Background: an optimization exercise with open tools, aiming at small area, a short achievable clock period and few clock cycles per item. Do not read the settings as production practice. In this exercise RTL edits were held to simulation tests only and were not proved equivalent to the original. Power is estimated from default activity; no workload was simulated.

===== config.mk =====
export PLATFORM = sky130hd
export DESIGN_NAME = evt_router_top
export DESIGN_NICKNAME = evt_router_top
export VERILOG_FILES = /design/flow/design.v
export SDC_FILE = /design/flow/constraint.sdc
export NUM_CORES = 4
export LEC_CHECK = 0
export CAP_MARGIN = 20
export CORE_MARGIN = 2
export CORE_UTILIZATION = 40
export SLEW_MARGIN = 20

===== constraint.sdc =====
create_clock -name core_clock -period 5.5 [get_ports {pl_clk0_buf_int}]
set_input_delay 1.1000 -clock core_clock [delete_from_list [all_inputs] [get_ports {pl_clk0_buf_int}]]
set_output_delay 1.1000 -clock core_clock [all_outputs]
set_load 0.01 [all_outputs]

===== design.v =====
package evt_router_pkg;
  typedef logic [31:0] evt_t;
  typedef logic [31:0] key_t;
  typedef logic [4:0] shift_t;
  typedef logic [2:0] route_t;
  typedef logic [7:0] cfg_addr_t;
  typedef logic [15:0] wait_t;
  typedef logic [31:0] count_t;
  localparam cfg_addr_t ADDR_MP_KEY        = 8'h00;
  localparam cfg_addr_t ADDR_MP_FMSK_BASE  = 8'h10;
  localparam cfg_addr_t ADDR_MP_FSFT_BASE  = 8'h18;
  localparam cfg_addr_t ADDR_RT_KEY_BASE   = 8'h20;
  localparam cfg_addr_t ADDR_RT_MASK_BASE  = 8'h40;
  localparam cfg_addr_t ADDR_RT_ROUTE_BASE = 8'h60;
  localparam cfg_addr_t ADDR_DROP_WAIT     = 8'h80;
endpackage
`timescale 1ns/1ps
module cfg_regs
#(
  parameter int NUM_MREGS = 4,
  parameter int NUM_RREGS = 16
)
(
  input  logic                        pl_clk0_buf_int,
  input  logic                        rst_n,
  input  logic                        cfg_wr,
  input  evt_router_pkg::cfg_addr_t   cfg_addr,
  input  evt_router_pkg::key_t        cfg_wdata,
  output evt_router_pkg::key_t        mp_key,
  output evt_router_pkg::key_t [NUM_MREGS-1:0] mp_fmsk,
  output evt_router_pkg::shift_t [NUM_MREGS-1:0] mp_fsft,
  output evt_router_pkg::key_t [NUM_RREGS-1:0] rt_key,
  output evt_router_pkg::key_t [NUM_RREGS-1:0] rt_mask,
  output evt_router_pkg::route_t [NUM_RREGS-1:0] rt_route,
  output evt_router_pkg::wait_t       drop_wait
);
  always_ff @(posedge pl_clk0_buf_int or negedge rst_n)
  begin
    if (!rst_n)
    begin
      mp_key    <= '0;
      drop_wait <= '0;
    end
    else if (cfg_wr)
    begin
      if (cfg_addr == evt_router_pkg::ADDR_MP_KEY)
        mp_key <= cfg_wdata;
      if (cfg_addr == evt_router_pkg::ADDR_DROP_WAIT)
        drop_wait <= evt_router_pkg::wait_t'(cfg_wdata);
    end
  end
  always_ff @(posedge pl_clk0_buf_int or negedge rst_n)
  begin
    if (!rst_n)
    begin
      for (int i = 0; i < NUM_MREGS; i++)
      begin
        mp_fmsk[i] <= '0;
        mp_fsft[i] <= '0;
      end
    end
    else if (cfg_wr)
    begin
      for (int i = 0; i < NUM_MREGS; i++)
      begin
        if (cfg_addr == evt_router_pkg::cfg_addr_t'(evt_router_pkg::ADDR_MP_FMSK_BASE + i))
          mp_fmsk[i] <= cfg_wdata;
        if (cfg_addr == evt_router_pkg::cfg_addr_t'(evt_router_pkg::ADDR_MP_FSFT_BASE + i))
          mp_fsft[i] <= evt_router_pkg::shift_t'(cfg_wdata);
      end
    end
  end
  always_ff @(posedge pl_clk0_buf_int or negedge rst_n)
  begin
    if (!rst_n)
    begin
      for (int i = 0; i < NUM_RREGS; i++)
      begin
        rt_key[i]   <= '0;
        rt_mask[i]  <= '0;
        rt_route[i] <= '0;
      end
    end
    else if (cfg_wr)
    begin
      for (int i = 0; i < NUM_RREGS; i++)
      begin
        if (cfg_addr == evt_router_pkg::cfg_addr_t'(evt_router_pkg::ADDR_RT_KEY_BASE + i))
          rt_key[i] <= cfg_wdata;
        if (cfg_addr == evt_router_pkg::cfg_addr_t'(evt_router_pkg::ADDR_RT_MASK_BASE + i))
          rt_mask[i] <= cfg_wdata;
        if (cfg_addr == evt_router_pkg::cfg_addr_t'(evt_router_pkg::ADDR_RT_ROUTE_BASE + i))
          rt_route[i] <= evt_router_pkg::route_t'(cfg_wdata);
      end
    end
  end
endmodule
`timescale 1ns/1ps
module evt_mapper
#(
  parameter int NUM_MREGS = 4
)
(
  input  logic                      pl_clk0_buf_int,
  input  logic                      rst_n,
  input  evt_router_pkg::key_t      mp_key,
  input  evt_router_pkg::key_t [NUM_MREGS-1:0] mp_fmsk,
  input  evt_router_pkg::shift_t [NUM_MREGS-1:0] mp_fsft,
  input  logic                      evt_vld,
  input  evt_router_pkg::evt_t      evt_data,
  output logic                      evt_rdy,
  output logic                      map_vld,
  output evt_router_pkg::key_t      map_key,
  input  logic                      map_rdy
);
  evt_router_pkg::key_t key_nxt;
  always_comb
  begin
    key_nxt = mp_key;
    for (int i = 0; i < NUM_MREGS; i++)
      key_nxt = key_nxt | ((evt_data & mp_fmsk[i]) >> mp_fsft[i]);
  end
  assign evt_rdy = !map_vld || map_rdy;
  always_ff @(posedge pl_clk0_buf_int or negedge rst_n)
  begin
    if (!rst_n)
      map_vld <= 1'b0;
    else if (evt_vld && evt_rdy)
      map_vld <= 1'b1;
    else if (map_rdy)
      map_vld <= 1'b0;
  end
  always_ff @(posedge pl_clk0_buf_int)
  begin
    if (evt_vld && evt_rdy)
      map_key <= key_nxt;
  end
endmodule
`timescale 1ns/1ps
module route_lookup
#(
  parameter int NUM_RREGS    = 16,
  parameter int NUM_CHANNELS = 8
)
(
  input  logic                      pl_clk0_buf_int,
  input  logic                      rst_n,
  input  evt_router_pkg::key_t [NUM_RREGS-1:0] rt_key,
  input  evt_router_pkg::key_t [NUM_RREGS-1:0] rt_mask,
  input  evt_router_pkg::route_t [NUM_RREGS-1:0] rt_route,
  input  logic                      map_vld,
  input  evt_router_pkg::key_t      map_key,
  output logic                      map_rdy,
  output logic                      lkp_vld,
  output evt_router_pkg::key_t      lkp_key,
  output evt_router_pkg::route_t    lkp_route,
  input  logic                      lkp_rdy,
  output evt_router_pkg::count_t    unmatched_cnt
);
  logic                      hit;
  evt_router_pkg::route_t    hit_route;
  logic                      routable;
  logic                      map_acc;
  always_comb
  begin
    hit       = 1'b0;
    hit_route = '0;
    for (int i = NUM_RREGS - 1; i >= 0; i--)
    begin
      if ((map_key & rt_mask[i]) == rt_key[i])
      begin
        hit       = 1'b1;
        hit_route = rt_route[i];
      end
    end
  end
  assign routable = hit && (int'(hit_route) < NUM_CHANNELS);
  assign map_rdy = !lkp_vld || lkp_rdy;
  assign map_acc = map_vld && map_rdy;
  always_ff @(posedge pl_clk0_buf_int or negedge rst_n)
  begin
    if (!rst_n)
      lkp_vld <= 1'b0;
    else if (map_acc && routable)
      lkp_vld <= 1'b1;
    else if (lkp_rdy)
      lkp_vld <= 1'b0;
  end
  always_ff @(posedge pl_clk0_buf_int)
  begin
    if (map_acc && routable)
    begin
      lkp_key   <= map_key;
      lkp_route <= hit_route;
    end
  end
  always_ff @(posedge pl_clk0_buf_int or negedge rst_n)
  begin
    if (!rst_n)
      unmatched_cnt <= '0;
    else if (map_acc && !routable)
      unmatched_cnt <= unmatched_cnt + 1'b1;
  end
endmodule
`timescale 1ns/1ps
module chan_dispatch
#(
  parameter int NUM_CHANNELS = 8
)
(
  input  logic                      pl_clk0_buf_int,
  input  logic                      rst_n,
  input  evt_router_pkg::wait_t     drop_wait,
  input  logic                      lkp_vld,
  input  evt_router_pkg::key_t      lkp_key,
  input  evt_router_pkg::route_t    lkp_route,
  output logic                      lkp_rdy,
  output logic [NUM_CHANNELS-1:0]   ch_vld,
  output evt_router_pkg::key_t [NUM_CHANNELS-1:0] ch_key,
  input  logic [NUM_CHANNELS-1:0]   ch_rdy,
  output evt_router_pkg::count_t    dropped_cnt
);
  logic                      pkt_vld;
  evt_router_pkg::key_t      pkt_key;
  evt_router_pkg::route_t    pkt_route;
  evt_router_pkg::wait_t     wait_cnt;
  logic                      sent;
  logic                      drop;
  logic                      free;
  for (genvar c = 0; c < NUM_CHANNELS; c++)
  begin : g_chan
    assign ch_vld[c] = pkt_vld && (pkt_route == evt_router_pkg::route_t'(c));
    assign ch_key[c] = pkt_key;
  end
  assign sent = |(ch_vld & ch_rdy);
  assign drop = pkt_vld && !sent && (drop_wait != '0) &&
                (wait_cnt == drop_wait - 1'b1);
  assign free    = sent || drop;
  assign lkp_rdy = !pkt_vld || free;
  always_ff @(posedge pl_clk0_buf_int or negedge rst_n)
  begin
    if (!rst_n)
    begin
      pkt_vld  <= 1'b0;
      wait_cnt <= '0;
    end
    else if (lkp_vld && lkp_rdy)
    begin
      pkt_vld  <= 1'b1;
      wait_cnt <= '0;
    end
    else if (free)
      pkt_vld <= 1'b0;
    else if (pkt_vld)
      wait_cnt <= wait_cnt + 1'b1;
  end
  always_ff @(posedge pl_clk0_buf_int)
  begin
    if (lkp_vld && lkp_rdy)
    begin
      pkt_key   <= lkp_key;
      pkt_route <= lkp_route;
    end
  end
  always_ff @(posedge pl_clk0_buf_int or negedge rst_n)
  begin
    if (!rst_n)
      dropped_cnt <= '0;
    else if (drop)
      dropped_cnt <= dropped_cnt + 1'b1;
  end
endmodule
`timescale 1ns/1ps
module evt_router_top
#(
  parameter int NUM_MREGS    = 4,
  parameter int NUM_RREGS    = 16,
  parameter int NUM_CHANNELS = 8
)
(
  input  logic                        pl_clk0_buf_int,
  input  logic                        rst_n,
  input  logic                        cfg_wr,
  input  evt_router_pkg::cfg_addr_t   cfg_addr,
  input  evt_router_pkg::key_t        cfg_wdata,
  input  logic                        evt_vld,
  input  evt_router_pkg::evt_t        evt_data,
  output logic                        evt_rdy,
  output logic [NUM_CHANNELS-1:0]     ch_vld,
  output logic [NUM_CHANNELS*32-1:0] ch_key,    
  input  logic [NUM_CHANNELS-1:0]     ch_rdy,
  output evt_router_pkg::count_t      unmatched_cnt,
  output evt_router_pkg::count_t      dropped_cnt
);
  evt_router_pkg::key_t      mp_key;
  evt_router_pkg::key_t [NUM_MREGS-1:0] mp_fmsk;
  evt_router_pkg::shift_t [NUM_MREGS-1:0] mp_fsft;
  evt_router_pkg::key_t [NUM_RREGS-1:0] rt_key;
  evt_router_pkg::key_t [NUM_RREGS-1:0] rt_mask;
  evt_router_pkg::route_t [NUM_RREGS-1:0] rt_route;
  evt_router_pkg::wait_t     drop_wait;
  evt_router_pkg::key_t [NUM_CHANNELS-1:0] ch_key_a;
  assign ch_key = ch_key_a;
  logic                      map_vld;
  evt_router_pkg::key_t      map_key;
  logic                      map_rdy;
  logic                      lkp_vld;
  evt_router_pkg::key_t      lkp_key;
  evt_router_pkg::route_t    lkp_route;
  logic                      lkp_rdy;
  cfg_regs #(.NUM_MREGS (NUM_MREGS), .NUM_RREGS (NUM_RREGS)) cr (
      .pl_clk0_buf_int (pl_clk0_buf_int)
    , .rst_n           (rst_n)
    , .cfg_wr          (cfg_wr)
    , .cfg_addr        (cfg_addr)
    , .cfg_wdata       (cfg_wdata)
    , .mp_key          (mp_key)
    , .mp_fmsk         (mp_fmsk)
    , .mp_fsft         (mp_fsft)
    , .rt_key          (rt_key)
    , .rt_mask         (rt_mask)
    , .rt_route        (rt_route)
    , .drop_wait       (drop_wait)
    );
  evt_mapper #(.NUM_MREGS (NUM_MREGS)) em (
      .pl_clk0_buf_int (pl_clk0_buf_int)
    , .rst_n           (rst_n)
    , .mp_key          (mp_key)
    , .mp_fmsk         (mp_fmsk)
    , .mp_fsft         (mp_fsft)
    , .evt_vld         (evt_vld)
    , .evt_data        (evt_data)
    , .evt_rdy         (evt_rdy)
    , .map_vld         (map_vld)
    , .map_key         (map_key)
    , .map_rdy         (map_rdy)
    );
  route_lookup #(.NUM_RREGS (NUM_RREGS), .NUM_CHANNELS (NUM_CHANNELS)) rl (
      .pl_clk0_buf_int (pl_clk0_buf_int)
    , .rst_n           (rst_n)
    , .rt_key          (rt_key)
    , .rt_mask         (rt_mask)
    , .rt_route        (rt_route)
    , .map_vld         (map_vld)
    , .map_key         (map_key)
    , .map_rdy         (map_rdy)
    , .lkp_vld         (lkp_vld)
    , .lkp_key         (lkp_key)
    , .lkp_route       (lkp_route)
    , .lkp_rdy         (lkp_rdy)
    , .unmatched_cnt   (unmatched_cnt)
    );
  chan_dispatch #(.NUM_CHANNELS (NUM_CHANNELS)) cd (
      .pl_clk0_buf_int (pl_clk0_buf_int)
    , .rst_n           (rst_n)
    , .drop_wait       (drop_wait)
    , .lkp_vld         (lkp_vld)
    , .lkp_key         (lkp_key)
    , .lkp_route       (lkp_route)
    , .lkp_rdy         (lkp_rdy)
    , .ch_vld          (ch_vld)
    , .ch_key          (ch_key_a)
    , .ch_rdy          (ch_rdy)
    , .dropped_cnt     (dropped_cnt)
    );
endmodule

===== run.sh =====
#!/bin/bash
# synth_recipe.tcl (not shown) runs the flow's synth.tcl, then flattens the netlist and writes it again
# the make line also repeats each setting of config.mk as NAME=value (left out here)
make -C /OpenROAD-flow-scripts/flow DESIGN_CONFIG=/design/flow/config.mk WORK_HOME=/design/flow/orfs CLKGATE_MAP_FILE= SYNTH_SCRIPT=/design/flow/synth_recipe.tcl finish

==> metrics.md <==
| Metric | Value |
|---|---|
| Dpl cells | 8,659 |
| Post-synth EDFFs | between 100 and 150 |
| Initial DRC Count | 5,249 |
| YS warnings | 4 |
| Setup TNS | 0 ns |
| Worst clock skew | 0.0527 ns |
| Hold WC Path Type | input port to asynchronous set/reset pin |
| Worst-Skew Late Latency | 0.83 ns |
| Critical R2R Launch | cr.drop_wait[0] |
| Critical Path, Cell by Cell | inv_1, ha_1, nor3b_2, buf_4, a32oi_1, or4_1, or4_4, nor4_4, nor2_2, and2_1, nand2_1, dlymetal6s2s_1 |
| CTS tree | built |
| Initial Util | 40.2% |
| Non-filler instance count after layout | 8,956 |
| Fillers | about 17,000 |
| Worst slew pin tran | 1.20 ns |
| ANT nets after route | 0 |
| DR vias/cell | 5.91 |
| Area Overhead vs Synth | 14.6% |
| CP arrival | slightly below 4 ns |
| CTS root buf | clkbuf_16 |
| Power Total | 31.1 mW |
| Via count | 52,900 |
| Post-synthesis register bit count | 1,453 |
| Setup violations, final | 0 |
| WS Path Type | flip-flop to output pin |
| Outcome | no timing/DRC/antenna violations |
| Die ar. | 187,000 sq um |
| Crit-path max cell delay | between 0.5 and 0.6 ns |
| CP required | between 4 and 5 ns |
| Die width | 432 microns |
| Async SR Flop Fraction | just over 90% |
| Max Cap Viol | 0 |
| RSZ-0062 raised after global routing | no |
| Hold Slack | 0.283 ns |
| Initial antenna violation count | 24 |
| Cell Rows | roughly 160 |
| Core area | 183,000 sq um |
| Share of layout cells above drive strength 1 | 28.1% |
| Design area | 84,200 sq um |
| Share of the synthesized area in the top cell type | 46.0% |
| H-tree Lvls | 4 |
| Post-Syn Area | ~73,000 sq um |
| Cts bufs inserted | 159 |
| Pwr Density | 369 nW/um^2 |
| DRC viols | 0 |
| Detailed Routing Iterations Pass 1 | 6 |
| Final Worst Setup Slack | ~0.47 ns |
| Synth Area in Simple Gates | 10.4% |
| Max_slew headroom | 20.1% |
| Mux cell area share after synthesis | 22.6% |
| Max clock buf depth | 3 |
| Num Clock Sinks | 1,453 |
| GP Congestion | 1.00 |
| DP Worst Slack | 0.886 ns |
| Fin util | a little under half |
| FF-to-FF setup slack | 1.00 ns |
| Die H | about 430 microns |
| Total GRT Usage | between 20 and 30% |
| Total wire length | 242 mm |
| Largest net degree at the start of global routing | 150 |
| Syn_nets | 6,457 |
| Syn_area_per_cell | 11.5 sq um |
| Reg2reg path depth | 13 |
| I/O pin cnt | 413 |
| Slowest cell on the critical path | or4_4 |
| Unique masters post-synth | 74 |
| Complex-gate fraction of the synthesized area | 10.6% |
| Nets@finish | between 6,000 and 7,000 |
| Register area share after synthesis | 50.2% |
| Yosys top cell by area | dfrtp_1 |
| Port Buf Inserts | 412 |
| Largest family of logic cells by synthesized area | multiplexers |
| GR Overflow Total | 0 |
| Cell leakage power | 40.2 nW |
| Clock transition at the registers of the reported paths | roughly 0.06 ns |
| Fmax | 199 MHz |
| XOR/XNOR Fraction of Synth Area | 1.00% |
| Main synth FF type | dfrtp_1 |
| Final min period | 5.03 ns |
| Reg2reg end | cd.dropped_cnt[16] |
| Final period utilization | between 90% and 100% |
| Routed len/inst | roughly 27 microns |
| Vias in the first global route | 51,300 |
| Final hold vios | 0 |
| Slew Viols, Final | 0 |
| Maximum fanout along the worst path | 7 |
| Maximum vdd ir drop | 0.323 mV |
| DP Area | 78,800 sq um |
| Post-synthesis cell count | about 6,400 |
| Detailed Place HPWL | 153 mm |
| First-pass GRT wire length | 354 mm |
| Synth top area cells | dfrtp_1, mux2_2, edfxtp_1 |
| Crit path capture type | output pin |
| Synth Area in Adders | 0.0682% |
| Startpoint types | flip-flop |
==> state kept, by name, summed over array words and instances (netlist names) <==
name	flops
rl.lkp_key	32
rl.lkp_route	3
em.map_key	32
cd.pkt_key	32
cr.rt_key	512
em.map_vld	1
cd.pkt_route	3
cd.dropped_cnt	32
rl.lkp_vld	1
cr.mp_key	32
cr.rt_mask	512
cr.rt_route	48
cr.drop_wait	16
cr.mp_fsft	20
cd.wait_cnt	16
cr.mp_fmsk	128
rl.unmatched_cnt	32
cd.pkt_vld	1
==> cell families after synthesis <==
| logic type | count (synthesis) |
|---|---|
| muxes | 1483 |
| DFF | 1453 |
| and+or+nand+nor | 1404 |
| AOI/OAI and AO/OA | 1176 |
| buffers and inverters | 766 |
| xor gates and xnor gates | 83 |
| adders and majority gates | 4 |
==> power by group <==
part	switching, mW	internal [mW]	leakage (nW)
clock	4.68	6.15	2.60
sequential	1.03	11.9	19.5
combinational	4.18	3.18	18.1
==> per-layer routing <==
metal | up-vias | GRT usage, % | share of wire [%]
met5 | - | 0 | 0
met4 | 0 | 8.30 | 3.3
met3 | 360 | 3.45 | 6.4
met2 | 1857 | 40.9 | 46
met1 | 27400 | 36.0 | 44
li1 | 23300 | - | -
==> cells in the mapped netlist, drive strengths merged (7+ instances only) <==
| library cell | count |
|---|---|
| xnor2 | 33 |
| nand2 | 268 |
| a22oi | 10 |
| mux2i | 170 |
| a21o | 131 |
| nor3 | 59 |
| and3 | 263 |
| o21ai | 190 |
| mux2 | 1303 |
| o22ai | 25 |
| edfxtp | 102 |
| dfrtp | 1351 |
| a21oi | 312 |
| o22a | 129 |
| xor2 | 50 |
| and3b | 128 |
| clkbuf | 358 |
| nor4 | 54 |
| buf | 360 |
| a211oi | 150 |
| mux4 | 10 |
| nor2b | 18 |
| inv | 45 |
| a21boi | 128 |
| nand4 | 85 |
| or3 | 10 |
| and2 | 7 |
| nand3 | 285 |
| o211ai | 39 |
| a31oi | 8 |
| nor2 | 174 |
| o32ai | 11 |
| nand2b | 23 |
==> how the worst max path moves through the flow <==
stage | from | end | cells after the start
after floorplan | cr.drop_wait[0] | rl.lkp_key[0] | 10
after global placement | cr.drop_wait[0] | evt_rdy | 12
after detailed placement | cr.drop_wait[0] | evt_rdy | 12
after CTS | cr.drop_wait[0] | evt_rdy | 12
after global routing | cr.drop_wait[0] | evt_rdy | 12
final | cr.drop_wait[0] | evt_rdy | 12
==> cell type report <==
type                    instances  area [sq um]  share of cell area [%]
well taps                    2385          2980                    3.55
flip-flops and latches       1453         36900                    43.8
repair buffers                625          5870                    6.97
clock inverters                52           658                   0.782
inverters                      48           180                   0.214
multi-input cells            4150         32900                    39.1
diodes                          8          20.0                  0.0238
clock buffers                 235          4640                    5.51
==> critical path, delay by kind of cell (launching register included) <==
family | cells | cell delay [ns]
compound gates | 1 | 0.07
simple gates | 7 | 1.95
fa+ha+maj | 1 | 0.18
buf+inv | 3 | 0.48
flops | 1 | 0.44
==> placed cells by master, fill, tap and decap left out, drive strengths merged, types with 11 or more instances in the layout <==
cell,count
o32ai,11
a211oi,150
o22a,129
nor4,54
xor2,50
dfrtp,1351
a21o,131
xnor2,33
mux2,1303
nor2b,18
o22ai,25
clkdlybuf4s50,378
nor3,59
nand3,285
a21boi,128
nand4,85
and3b,128
nand2b,23
and3,263
inv,51
mux2i,170
nand2,268
edfxtp,102
a21oi,312
nor2,174
clkinv,42
buf,246
o21ai,190
o211ai,39
clkbuf,235
==> repair_timing <==
action	4_1_cts	5_1_grt
setup buffers	0	2
resized for setup	0	2
endpoints found under the setup margin	1	1
pin swaps	1	1
hold buffers	0	0
Testbench counts, summed over its fixed seeds: cycles 19,860, items 16,000.

## what the ideal ports hide
In the flow no input, the clock included, has a driving cell. The finished layout below was timed again as built, in two steps. Step 1 assumes that a clkbuf_16 drives the clock port and a buf_2 every other input. Step 2 moves the port delays by t, midway between the first and last clock arrival at a register: inputs arrive t later, outputs are due t later. That takes back most of the time a late clock gives input paths. a / b / c = no drivers / after step 1 / after step 2; a / b = the first two.
t (ns): 0.897
slack for setup (ns): 0.467 / 0.373 / 0.999
clock arrival spread, ns: 0.053 / 0.053
After both steps this run still meets setup and hold. For this run, drivers alone change the setup slack by -0.094 ns; drivers and shift together by +0.532 ns.
